From an optimization exercise on the open Yosys and OpenROAD flow, aimed at a short achievable clock period and few clock cycles per item; shortcuts taken in it are not production practice.
Function was checked by simulation only, so behaviour that the tests miss may differ from the original.

==> job 1013: inputs <==
// lc4_top
module lc4_top (
    input  logic        clk,
    input  logic        rst_n,
    output logic [15:0] o_pc,
    input  logic [15:0] i_insn_a,
    input  logic [15:0] i_insn_b,
    output logic [15:0] o_dmem_addr,
    output logic        o_dmem_we,
    output logic [15:0] o_dmem_wdata,
    input  logic [15:0] i_dmem_rdata,
    output logic        o_ret_a_valid,
    output logic [15:0] o_ret_a_pc,
    output logic [15:0] o_ret_a_insn,
    output logic        o_ret_a_rf_we,
    output logic [2:0]  o_ret_a_wsel,
    output logic [15:0] o_ret_a_wdata,
    output logic        o_ret_a_dmem_we,
    output logic [15:0] o_ret_a_dmem_addr,
    output logic [15:0] o_ret_a_dmem_data,
    output logic        o_ret_b_valid,
    output logic [15:0] o_ret_b_pc,
    output logic [15:0] o_ret_b_insn,
    output logic        o_ret_b_rf_we,
    output logic [2:0]  o_ret_b_wsel,
    output logic [15:0] o_ret_b_wdata,
    output logic        o_ret_b_dmem_we,
    output logic [15:0] o_ret_b_dmem_addr,
    output logic [15:0] o_ret_b_dmem_data
);
    lc4_core core_i (
        .clk(clk), .rst_n(rst_n), .o_pc(o_pc), .i_insn_a(i_insn_a), .i_insn_b(i_insn_b),
        .o_dmem_addr(o_dmem_addr), .o_dmem_we(o_dmem_we), .o_dmem_wdata(o_dmem_wdata),
        .i_dmem_rdata(i_dmem_rdata),
        .o_ret_a_valid(o_ret_a_valid), .o_ret_a_pc(o_ret_a_pc), .o_ret_a_insn(o_ret_a_insn),
        .o_ret_a_rf_we(o_ret_a_rf_we), .o_ret_a_wsel(o_ret_a_wsel), .o_ret_a_wdata(o_ret_a_wdata),
        .o_ret_a_dmem_we(o_ret_a_dmem_we), .o_ret_a_dmem_addr(o_ret_a_dmem_addr),
        .o_ret_a_dmem_data(o_ret_a_dmem_data),
        .o_ret_b_valid(o_ret_b_valid), .o_ret_b_pc(o_ret_b_pc), .o_ret_b_insn(o_ret_b_insn),
        .o_ret_b_rf_we(o_ret_b_rf_we), .o_ret_b_wsel(o_ret_b_wsel), .o_ret_b_wdata(o_ret_b_wdata),
        .o_ret_b_dmem_we(o_ret_b_dmem_we), .o_ret_b_dmem_addr(o_ret_b_dmem_addr),
        .o_ret_b_dmem_data(o_ret_b_dmem_data)
    );
endmodule
Settings: LEC_CHECK=0, CAP_MARGIN=20, CORE_MARGIN=2, CORE_UTILIZATION=35, SETUP_SLACK_MARGIN=5, SLEW_MARGIN=20, TNS_END_PERCENT=100; clock period 8.0 ns.
standard.sh (not shown) runs the stock make flow with config.mk's settings and CLKGATE_MAP_FILE= SYNTH_SCRIPT=/design/flow/synth_recipe.tcl, a recipe that flattens the netlist after the stock synthesis.
==> flow/flow/run.sh <==
#!/bin/bash
# Layout: the standard flow (standard.sh) with one change: the gate
# sizing in ORFS's repair steps may swap a cell for one of another footprint
# (MATCH_CELL_FOOTPRINT=0), so that drivers such as flip-flops can be
# upsized. Everything else (synthesis, floorplan, power grid, placement,
# clock tree, routing) is the standard flow's. The make output goes to
# flow_make.log here; ORFS's per-step logs stay under orfs/logs.
set -euo pipefail
sed 's/^make -C /make MATCH_CELL_FOOTPRINT=0 -C /' standard.sh > standard_free.sh
grep -q 'MATCH_CELL_FOOTPRINT=0' standard_free.sh
bash standard_free.sh > flow_make.log 2>&1
==> job 3010: changes against job 1013 <==
--- a/flow/design.v
+++ b/flow/design.v
@@ -274,19 +274,21 @@
     logic        m_ld  [NS];
     logic        m_st  [NS];
     logic [2:0]  m_rd  [NS];
     logic [15:0] m_insn[NS];
     logic [15:0] m_res [NS];   
-    logic [15:0] m_res1[NS];   
-    logic [15:0] m_res2[NS];   
-    logic [15:0] m_resa[NS];   
     logic [15:0] m_resn[NS];   
+    logic [15:0] m_resa[NS];   
     logic [15:0] m_rsl [NS];   
-    logic [15:0] dm_addr;
+    logic [15:0] dm_addr;    
+    logic [15:0] dm_addr_r;  
+    logic [15:0] dm_wdata_r;
     logic        dm_we;
     logic [15:0] dm_wdata;
-    logic [RK-1:0] r_v;
+    logic [RK-1:0] r_v;      
+    logic [RK-1:0] r_vn;     
+    logic [RK-1:0] r_vi;     
     logic [15:0] r_insn [RK];
     logic        r_we   [RK];
     logic [2:0]  r_rd   [RK];
     logic [15:0] r_wdata[RK];
     logic        r_st   [RK];
@@ -550,13 +552,13 @@
         lc4_execute ex_i (
             .i_cap_a(x_cap_a[s]), .i_cap_b(x_cap_b[s]),
             .i_sel_a(x_sel_a[s]), .i_seln_a(x_seln_a[s]), .i_sel_b(x_sel_b[s]),
             .i_selx_a(x_selx_a[s]), .i_selnx_a(x_selnx_a[s]), .i_selx_b(x_selx_b[s]),
             .i_arithx(x_arithx[s]), .i_pkx(x_pkx[s]), .i_andx(x_andx[s]), .i_subx(x_subx[s]),
-            .i_ma(s == 0 ? m_res[0] : s == 1 ? m_res1[0] : m_res2[0]),
-            .i_mb(s == 0 ? m_res[1] : s == 1 ? m_res1[1] : m_res2[1]),
-            .i_mc(s == 0 ? m_res[2] : s == 1 ? m_res1[2] : m_res2[2]),
+            .i_ma(s < 2 ? m_res[0] : ~m_resn[0]),
+            .i_mb(s < 2 ? m_res[1] : ~m_resn[1]),
+            .i_mc(s < 2 ? m_res[2] : ~m_resn[2]),
             .i_ma_n(m_resn[0]), .i_mb_n(m_resn[1]), .i_mc_n(m_resn[2]), .i_rdata(i_dmem_rdata),
             .i_arith(x_arith[s]), .i_pk(x_pk[s]), .i_and(x_and[s]), .i_sub(x_sub[s]),
             .o_result(x_result[s])
         );
     end
@@ -588,18 +590,18 @@
     always_ff @(posedge clk) begin
         for (int s = 0; s < NS; s++) begin
             m_rd[s]   <= x_rd[s];
             m_insn[s] <= x_insn[s];
             m_res[s]  <= x_result[s];
-            m_res1[s] <= x_result[s] & {16{x_w[s]}};
-            m_res2[s] <= x_result[s] | {16{~x_w[s]}};
             m_resa[s] <= x_result[s] & {16{x_w[s] && !x_ld[s]}};
             m_resn[s] <= ~x_result[s];
             m_rsl[s]  <= x_result[s] | {16{!x_w[s] || x_ld[s]}};
         end
-        dm_addr  <= x_agu;
-        dm_wdata <= x_sdata;
+        dm_addr    <= x_agu;
+        dm_wdata   <= x_sdata;
+        dm_addr_r  <= x_agu & {16{x_ld[0] || x_ld[1] || x_ld[2] || x_st[0] || x_st[1] || x_st[2]}};
+        dm_wdata_r <= x_sdata & {16{x_st[0] || x_st[1] || x_st[2]}};
     end
     assign o_dmem_addr  = dm_addr;
     assign o_dmem_we    = dm_we;
     assign o_dmem_wdata = dm_wdata;
     always_ff @(posedge clk or negedge rst_n) begin
@@ -616,34 +618,40 @@
     logic [15:0]   n_wdata [NS];
     logic [15:0]   n_ddata [NS];
     logic [RK-1:0] r_v_nxt;
     logic          r_sel_old [RK];
     logic [NS-1:0] r_sel_m   [RK];
+    assign r_vi = ~r_vn;
     for (genvar s = 0; s < NS; s++) begin : g_rin
         assign n_wdata[s] = m_ld[s] ? i_dmem_rdata : m_rsl[s];
-        assign n_ddata[s] = m_ld[s] ? i_dmem_rdata : dm_wdata;
+        assign n_ddata[s] = m_ld[s] ? i_dmem_rdata : dm_wdata_r;
     end
     function automatic logic rqv(input logic [RK-1:0] v, input int j);
         if (j < 0)        rqv = 1'b1;
         else if (j >= RK) rqv = 1'b0;
         else              rqv = v[(j >= 0 && j < RK) ? j : 0];
     endfunction
     always_comb begin
         for (int i = 0; i < RK; i++) begin
-            r_sel_old[i] = r_v[1] && rqv(r_v, i + 2);
-            r_v_nxt[i]   = r_v[1] ? rqv(r_v, i + 2) : 1'b0;
+            r_sel_old[i] = r_vi[1] && rqv(r_vi, i + 2);
+            r_v_nxt[i]   = r_vi[1] ? rqv(r_vi, i + 2) : 1'b0;
             for (int s = 0; s < NS; s++) begin
-                r_sel_m[i][s] = r_v[1] ? (!rqv(r_v, i + 2) && rqv(r_v, i + 1 - s) && !rqv(r_v, i + 2 - s))
+                r_sel_m[i][s] = r_vi[1] ? (!rqv(r_vi, i + 2) && rqv(r_vi, i + 1 - s) && !rqv(r_vi, i + 2 - s))
                                        : (i == s);
-                if (r_v[1]) r_v_nxt[i] = r_v_nxt[i] || (m_v[s] && rqv(r_v, i + 1 - s));
+                if (r_vi[1]) r_v_nxt[i] = r_v_nxt[i] || (m_v[s] && rqv(r_vi, i + 1 - s));
                 else if (i == s) r_v_nxt[i] = r_v_nxt[i] || m_v[s];
             end
         end
     end
     always_ff @(posedge clk or negedge rst_n) begin
-        if (!rst_n) r_v <= '0;
-        else        r_v <= r_v_nxt;
+        if (!rst_n) begin
+            r_v  <= '0;
+            r_vn <= '1;
+        end else begin
+            r_v  <= r_v_nxt;
+            r_vn <= ~r_v_nxt;
+        end
     end
     always_ff @(posedge clk) begin
         for (int i = 0; i < RK; i++) begin
             r_insn[i]  <= {16{r_sel_old[i]}} & r_insn[(i + 2 < RK) ? i + 2 : 0];
             r_we[i]    <= r_sel_old[i] & r_we[(i + 2 < RK) ? i + 2 : 0];
@@ -657,11 +665,11 @@
                     r_insn[i]  <= m_insn[s];
                     r_we[i]    <= m_w[s];
                     r_rd[i]    <= m_rd[s];
                     r_wdata[i] <= n_wdata[s];
                     r_st[i]    <= m_st[s];
-                    r_daddr[i] <= dm_addr;
+                    r_daddr[i] <= dm_addr_r;
                     r_ddata[i] <= n_ddata[s];
                 end
             end
         end
     end
@@ -686,14 +694,14 @@
     logic [15:0] ret_pc_a, ret_pc_b;
     always_ff @(posedge clk or negedge rst_n) begin
         if (!rst_n) begin
             ret_pc_a <= lc4_pkg::RESET_PC;
             ret_pc_b <= lc4_pkg::RESET_PC + 16'd1;
-        end else if (r_v[1]) begin
+        end else if (r_vi[1]) begin
             ret_pc_a <= ret_pc_a + 16'd2;
             ret_pc_b <= ret_pc_b + 16'd2;
-        end else if (r_v[0]) begin
+        end else if (r_vi[0]) begin
             ret_pc_a <= ret_pc_a + 16'd1;
             ret_pc_b <= ret_pc_b + 16'd1;
         end
     end
     assign o_ret_a_valid     = r_v[0];
==> flow/run.sh (new file) <==
#!/bin/bash
# synth_recipe.tcl (not shown) runs the flow's synth.tcl, then flattens the netlist and writes it again
# the make line also repeats each setting of config.mk as NAME=value (left out here)
make -C /OpenROAD-flow-scripts/flow DESIGN_CONFIG=/design/flow/config.mk WORK_HOME=/design/flow/orfs CLKGATE_MAP_FILE= SYNTH_SCRIPT=/design/flow/synth_recipe.tcl finish
--- a/flow/config.mk
+++ b/flow/config.mk
@@ -5,9 +5,9 @@
 export SDC_FILE = /design/flow/constraint.sdc
 export NUM_CORES = 4
 export LEC_CHECK = 0
 export CAP_MARGIN = 20
 export CORE_MARGIN = 2
-export CORE_UTILIZATION = 35
+export CORE_UTILIZATION = 30
 export SETUP_SLACK_MARGIN = 5
 export SLEW_MARGIN = 20
-export TNS_END_PERCENT = 100
+export TNS_END_PERCENT = 5
removed: flow/flow/run.sh
removed: flow/standard.sh
==> notes.md <==
DP Cell Count=between 10k and 15k; status=timing/DRC/antenna clean; vias per cell=6.27; Inserted Clock Buffers=183; Worst Setup EP=core_i.r_wdata[1][1]; n_taps=approximately 3.7k; met2 WL=193000 microns; area fraction in compound gates after synthesis=~28%; Worst path depth=6; metal3 WL=57500 microns; multi-input gates=around 7.6k; Slew headroom=between 10% and 20%; Simple-Gate Fraction of Synth Area=14.8%; clock period minus worst slack=~3500 ps
The numbers above come from job 3010.

==> notes.md <==
n_taps=3202; Slew headroom=10.0%; Worst path depth=15; Worst Setup EP=core_i.m_resa[0][13]; multi-input gates=7557; status=timing/DRC/antenna clean; clock period minus worst slack=3780 ps; Simple-Gate Fraction of Synth Area=14.6%; met2 WL=about 200000 microns; area fraction in compound gates after synthesis=27.4%
The numbers above come from job 1013.

Testbench counts of job 1013, summed over its fixed seeds: cycles 5,329, insns 9,600.
Testbench counts of job 3010, summed over its fixed seeds: cycles 5,329, insns 9,600.

-- afterwards: timing with drivers on the ports --
In the flow no input, the clock included, has a driving cell. The finished layouts below were timed again as built, in two steps.
Step 1 assumes that a clkbuf_16 drives the clock port and a buf_2 every other input.
Step 2, shift: input delay + t, output delay - t, t = (earliest + latest rising clock arrival at the registers) / 2. This alone moves slack from input paths to output paths.
Three values: no drivers, after step 1, after step 2; two values: the first two.
| run | t (ns) | slack for setup (ns) | latest minus earliest clock arrival (ns) | worst register clock-pin slew, ns |
|---|---|---|---|---|
| job 1013 | 0.970 | 4.224 / 4.269 / 3.299 | 0.049 / 0.050 | 0.07 / 0.07 |
| job 3010 | 0.963 | 4.468 / 4.468 / 3.607 | 0.119 / 0.120 | 0.07 / 0.07 |
After both steps setup and hold are still met in every run listed. The setup slack of job 1013, which loses most, moves by +0.045 ns with the drivers and by -0.925 ns with both steps.
